Context: an optimization exercise on an open-source flow, tuned for small area, a short achievable clock period and few clock cycles per item. The choices shown serve that exercise and are no tape-out recipe. Where RTL was checked, it was by simulation tests only, not by an equivalence proof against the original.

==> run P: inputs <==
## ordered_sequence_hash_64_top
module ordered_sequence_hash_64_top (
  input  logic                             clk,
  input  logic                             rst_n,
  input  logic                             in_valid,
  output logic                             in_stall,
  input  logic                             in_cmd,
  input  logic [osh64_pkg::LEN_W-1:0]      in_seq_length,
  input  logic [osh64_pkg::HASH_W-1:0]     in_element_bits,
  output logic                             out_valid,
  input  logic                             out_stall,
  output logic [osh64_pkg::HASH_W-1:0]     out_hash
);
clock: 9.5 ns
lec_check: 0
cap_margin: 20
core_margin: 2
core_utilization: 40
slew_margin: 20
synth_hierarchical: 1
standard.sh (not shown) runs the stock make flow with config.mk's settings and CLKGATE_MAP_FILE= SYNTH_SCRIPT=/design/flow/synth_recipe.tcl, a recipe that flattens the netlist after the stock synthesis.
==> flow/flow/run.sh <==
#!/bin/bash
# Own flow: the standard layout (standard synthesis and every ORFS step unchanged) with two
# settings outside config.mk's list:
#  - port buffers are sky130_fd_sc_hd__buf_2 instead of the default choice (every input and
#    output port still gets its own buffer);
set -euo pipefail
MARGIN=$(cat flow/margin.txt)
bash standard.sh "BUFFER_PORTS_ARGS=-buffer_cell sky130_fd_sc_hd__buf_2" \
  SETUP_SLACK_MARGIN="$MARGIN" finish > standard.log 2>&1
==> flow/flow/margin.txt <==
5.5
==> run H (differences from run P) <==
--- a/flow/design.v
+++ b/flow/design.v
@@ -28,54 +28,39 @@
   output logic [osh64_pkg::HASH_W-1:0]     out_hash
 );
   localparam int unsigned HW = osh64_pkg::HASH_W;
   localparam int unsigned LW = osh64_pkg::HALF_W;
   localparam int unsigned PW = 124;   
-  logic          sk_v, s0_v, s1_v, out_v;
-  logic          sk_cmd, s0_cmd, s1_cmd;
-  logic [HW-1:0] sk_src, s0_src, s0_msrc;
+  logic          s0_v, s1_v, hv, ob_v;
+  logic          s0_cmd, s1_cmd;
+  logic [HW-1:0] s0_src, s0_msrc;
   logic [PW-1:0] s1_p;
-  logic [HW-1:0] out_hash_r;
-  logic out_free, s1_adv, s0_adv, s0_ready, in_take;
-  assign out_free = !out_v || !out_stall;
-  assign s1_adv   = s1_v && out_free;
-  assign s0_adv   = s0_v && (!s1_v || s1_adv);
-  assign s0_ready = !s0_v || s0_adv;
-  assign in_stall = sk_v;
-  assign in_take  = in_valid && !sk_v;
+  logic [HW-1:0] out_hash_r, ob_hash;
+  logic hash_free, s1_adv, s0_adv, s0_ready, in_take;
+  assign hash_free = !(hv && ob_v && out_stall);
+  assign s1_adv    = s1_v && hash_free;
+  assign s0_adv    = s0_v && (!s1_v || s1_adv);
+  assign s0_ready  = !s0_v || s0_adv;
+  assign in_stall  = s0_v && s1_v && hv && ob_v;
+  assign in_take   = in_valid && !in_stall;
   logic [HW-1:0] in_src;
   assign in_src = (in_cmd == osh64_pkg::CMD_START) ?
                   {{(HW-osh64_pkg::LEN_W){1'b0}}, in_seq_length} : in_element_bits;
   always_ff @(posedge clk) begin
     if (!rst_n) begin
-      sk_v <= 1'b0;
-    end else if (s0_ready) begin
-      sk_v <= 1'b0;
-    end else if (in_take) begin
-      sk_v <= 1'b1;
-    end
-  end
-  always_ff @(posedge clk) begin
-    if (in_take && !s0_ready) begin
-      sk_cmd <= in_cmd;
-      sk_src <= in_src;
-    end
-  end
-  always_ff @(posedge clk) begin
-    if (!rst_n) begin
       s0_v <= 1'b0;
     end else if (s0_ready) begin
-      s0_v <= sk_v || in_take;
+      s0_v <= in_take;
     end
   end
   logic [HW-1:0] nxt_src, nxt_msrc;
-  assign nxt_src = sk_v ? sk_src : in_src;
+  assign nxt_src = in_src;
   assign nxt_msrc[1:0] = nxt_src[1:0];
   osh64_add62 u_madd (.a(nxt_src[HW-1:2]), .b(nxt_src[HW-1-2:0]), .s(nxt_msrc[HW-1:2]));
   always_ff @(posedge clk) begin
-    if (s0_ready) begin
-      s0_cmd  <= sk_v ? sk_cmd : in_cmd;
+    if (in_take) begin
+      s0_cmd  <= in_cmd;
       s0_src  <= nxt_src;
       s0_msrc <= nxt_msrc;
     end
   end
   logic [HW-1:0] src, nsrc, msrc, nmsrc;
@@ -645,23 +630,32 @@
     joined = {top, acc_hi} ^ {out_hash_r[LW-1:0], x3[HW-1:LW]};
     hash_nxt = (s1_cmd == osh64_pkg::CMD_START) ? x3 : joined;
   end
   always_ff @(posedge clk) begin
     if (!rst_n) begin
-      out_v      <= 1'b0;
+      hv         <= 1'b0;
+      ob_v       <= 1'b0;
       out_hash_r <= '0;
     end else begin
-      if (out_free) begin
-        out_v <= s1_adv;
+      hv <= s1_adv || (hv && !hash_free);
+      if (!ob_v) begin
+        ob_v <= hv && out_stall;
+      end else if (!out_stall) begin
+        ob_v <= hv;
       end
       if (s1_adv) begin
         out_hash_r <= hash_nxt;
       end
     end
   end
-  assign out_valid = out_v;
-  assign out_hash  = out_hash_r;
+  always_ff @(posedge clk) begin
+    if (ob_v ? !out_stall : out_stall) begin
+      ob_hash <= out_hash_r;
+    end
+  end
+  assign out_valid = hv || ob_v;
+  assign out_hash  = ob_v ? ob_hash : out_hash_r;
 endmodule
 module osh64_fa (input logic a, b, c, output logic s, co);
   assign s  = a ^ b ^ c;
   assign co = (a & b) | (a & c) | (b & c);
 endmodule
==> flow/flow/margin.txt (replaced) <==
5.0
==> results.yml <==
setup_path:
  reg2regPathDepth: 15
  reg2reg_slack_ns: 5.17
  cp_max_fo: 46
status:
  status: "no timing/DRC/antenna violations"
cells_and_area:
  seq_cells: 376
logic_synthesis:
  synth.area.top_cells: "edfxtp_1 28%, fa_1 23%, xnor2_1 6.9%"
  synthCells: 2725
route:
  met3_length_um: 4970
cts:
  clock_latency_ns: 0.60
timing:
  period_share_pct: 46.3
The numbers above come from run H.

==> results.yml <==
status:
  status: "no timing/DRC/antenna violations"
route:
  met3_length_um: 6370
setup_path:
  reg2regPathDepth: 6
  reg2reg_slack_ns: 5.56
worst_hold_path:
  min_path_cells: 0
cells_and_area:
  seq_cells: 377
  final_cell_mix: "372 x fa_1, 323 x inv_1, 309 x edfxtp_1, 203 x xnor2_1, 197 x a21oi_2"
cts:
  clock_latency_ns: 0.62
timing:
  period_share_pct: 42.8
logic_synthesis:
  synth.area.top_cells: "edfxtp_1 29%, fa_1 23%, xnor2_1 7.0%"
The numbers above come from run P.

Testbench counts of run H, summed over its fixed seeds: cycles 12,024, items 12,000.
No functional check of the RTL was part of run P.

========
==> 06-18: inputs <==
ordered_sequence_hash_64_top, a different RTL version from the one above (not shown whole).
Settings: LEC_CHECK=0, CAP_MARGIN=20, CORE_MARGIN=2, CORE_UTILIZATION=60, SLEW_MARGIN=20, SYNTH_HIERARCHICAL=1; clock period 9.5 ns.
==> flow/flow/margin.txt <==
5.4
Scripts as last shown in full above: flow/flow/run.sh
==> 11-15: changes against 06-18 <==
--- a/flow/design.v
+++ b/flow/design.v
@@ -25,27 +25,27 @@
   input  logic [osh64_pkg::HASH_W-1:0]     in_element_bits,
   output logic                             out_valid,
   input  logic                             out_stall,
   output logic [osh64_pkg::HASH_W-1:0]     out_hash
 );
   localparam int unsigned HW = osh64_pkg::HASH_W;
   localparam int unsigned LW = osh64_pkg::HALF_W;
   localparam int unsigned PW = 124;   
-  logic          s0_v, s1_v, hv;
+  logic          s0_v, s1_v, hv, ob_v;
   logic          s0_cmd, s1_cmd;
   logic [HW-1:0] s0_src, s0_msrc;
   logic [PW-1:0] s1_p;
-  logic [HW-1:0] out_hash_r;
+  logic [HW-1:0] out_hash_r, ob_hash;
   logic hash_free, s1_adv, s0_adv, s0_ready, in_take;
-  assign hash_free = !(hv && out_stall);
+  assign hash_free = !(hv && ob_v && out_stall);
   assign s1_adv    = s1_v && hash_free;
   assign s0_adv    = s0_v && (!s1_v || s1_adv);
   assign s0_ready  = !s0_v || s0_adv;
-  assign in_stall  = s0_v && s1_v && hv && out_stall;
+  assign in_stall  = s0_v && s1_v && hv && ob_v;
   assign in_take   = in_valid && !in_stall;
   logic [HW-1:0] in_src;
   assign in_src = (in_cmd == osh64_pkg::CMD_START) ?
                   {{(HW-osh64_pkg::LEN_W){1'b0}}, in_seq_length} : in_element_bits;
   always_ff @(posedge clk) begin
     if (!rst_n) begin
       s0_v <= 1'b0;
     end else if (s0_ready) begin
@@ -628,26 +628,37 @@
     t2     = t1 ^ (t1 >> osh64_pkg::JOIN_SH_B);
     top    = t2[LW-1:0] ^ acc_hi ^ (acc_hi >> osh64_pkg::JOIN_SH_C);
     joined = {top, acc_hi} ^ {out_hash_r[LW-1:0], x3[HW-1:LW]};
     hash_nxt = (s1_cmd == osh64_pkg::CMD_START) ? x3 : joined;
   end
   always_ff @(posedge clk) begin
     if (!rst_n) begin
       hv         <= 1'b0;
+      ob_v       <= 1'b0;
       out_hash_r <= '0;
     end else begin
       hv <= s1_adv || (hv && !hash_free);
+      if (!ob_v) begin
+        ob_v <= hv && out_stall;
+      end else if (!out_stall) begin
+        ob_v <= hv;
+      end
       if (s1_adv) begin
         out_hash_r <= hash_nxt;
       end
     end
   end
-  assign out_valid = hv;
-  assign out_hash  = out_hash_r;
+  always_ff @(posedge clk) begin
+    if (ob_v ? !out_stall : out_stall) begin
+      ob_hash <= out_hash_r;
+    end
+  end
+  assign out_valid = hv || ob_v;
+  assign out_hash  = ob_v ? ob_hash : out_hash_r;
 endmodule
 module osh64_fa (input logic a, b, c, output logic s, co);
   assign s  = a ^ b ^ c;
   assign co = (a & b) | (a & c) | (b & c);
 endmodule
 module osh64_x3 (input logic a, b, c, output logic s);
   assign s = a ^ b ^ c;
 endmodule
==> flow/flow/margin.txt (replaced) <==
5.5
- CORE_UTILIZATION: 60 -> 40
==> 06-04: changes against 06-18 <==
==> flow/flow/margin.txt (replaced) <==
5.1
==> 01-25: changes against 06-18 <==
==> flow/flow/margin.txt (replaced) <==
5.0
==> comparison table <==
Syn Inst Count: 01-25 2587; 06-04 2587; 06-18 2587; 11-15 2725
X dimension of the die: 01-25 227 um; 06-04 227 um; 06-18 227 um; 11-15 289 um
Sink Count: 01-25 311; 06-04 311; 06-18 311; 11-15 376
NonClk Buf Share: 01-25 3.62%; 06-04 4.36%; 06-18 6.59%; 11-15 6.15%
Depth of the worst register-to-register path: 01-25 15; 06-04 17; 06-18 16; 11-15 16
Die Height: 01-25 227 um; 06-04 227 um; 06-18 227 um; 11-15 289 um
Result of the run: 01-25 no timing/DRC/antenna violations; 06-04 no timing/DRC/antenna violations; 06-18 no timing/DRC/antenna violations; 11-15 no timing/DRC/antenna violations
Overall global routing resource usage: 01-25 34.6%; 06-04 34.6%; 06-18 35.7%; 11-15 24.1%
Critical Path End Type: 01-25 register; 06-04 output pin; 06-18 output pin; 11-15 register
Data arrival, critical path: 01-25 4760 ps; 06-04 2470 ps; 06-18 2410 ps; 11-15 4450 ps
Final wirelength: 01-25 85400 um; 06-04 86600 um; 06-18 90300 um; 11-15 100000 um
Number of enable-type register cells in the synthesized netlist: 01-25 244; 06-04 244; 06-18 244; 11-15 308
Number of clock buffers in the layout: 01-25 45; 06-04 51; 06-18 54; 11-15 56
Detailed Routing Iterations Pass 1: 01-25 5; 06-04 5; 06-18 6; 11-15 6
Synth Area in Simple Gates: 01-25 5.18%; 06-04 5.18%; 06-18 5.18%; 11-15 4.59%
Testbench counts of 06-18, summed over its fixed seeds: cycles 12,024, items 12,000.
Testbench counts of 11-15, summed over its fixed seeds: cycles 12,024, items 12,000.
Testbench counts of 06-04, summed over its fixed seeds: cycles 12,024, items 12,000.
Testbench counts of 01-25, summed over its fixed seeds: cycles 12,024, items 12,000.

-- port drivers added, routing unchanged --
The flow's constraints put no driver on any port. The routed layouts listed below were extracted and timed again, unchanged, in two steps. Step 1: set_driving_cell puts a clkbuf_16 on clk and a buf_2 on each other input, an assumption about the parent block. Step 2 moves the port delays by t, midway between the first and last clock arrival at a register: inputs arrive t later, outputs are due t later. That takes back most of the time a late clock gives input paths. Slacks: ideal / step 1 / step 2; pairs: ideal / step 1.
run | t, ns | setup WS [ns] | hold slack, ns | worst setup path at the end | pins driven straight from the clock port
run P | 0.668 | 5.430 / 5.431 / 4.763 | 0.433 / 0.433 / 0.433 | input to register | 1
run H | 0.647 | 5.106 / 5.144 / 4.496 | 0.443 / 0.443 / 0.443 | input to register | 1
06-18 | 0.616 | 5.191 / 5.160 / 4.660 | 0.414 / 0.414 / 0.414 | input to register | 1
11-15 | 0.657 | 5.517 / 5.517 / 4.918 | 0.423 / 0.423 / 0.423 | input to register | 1
06-04 | 0.605 | 5.127 / 5.107 / 4.634 | 0.414 / 0.414 / 0.414 | input to register | 1
01-25 | 0.607 | 5.022 / 5.023 / 4.457 | 0.440 / 0.440 / 0.440 | input to register | 1
After both steps setup and hold are still met in every run listed. For run P, which loses most, drivers alone change the setup slack by +0.001 ns; drivers and shift together by -0.667 ns.
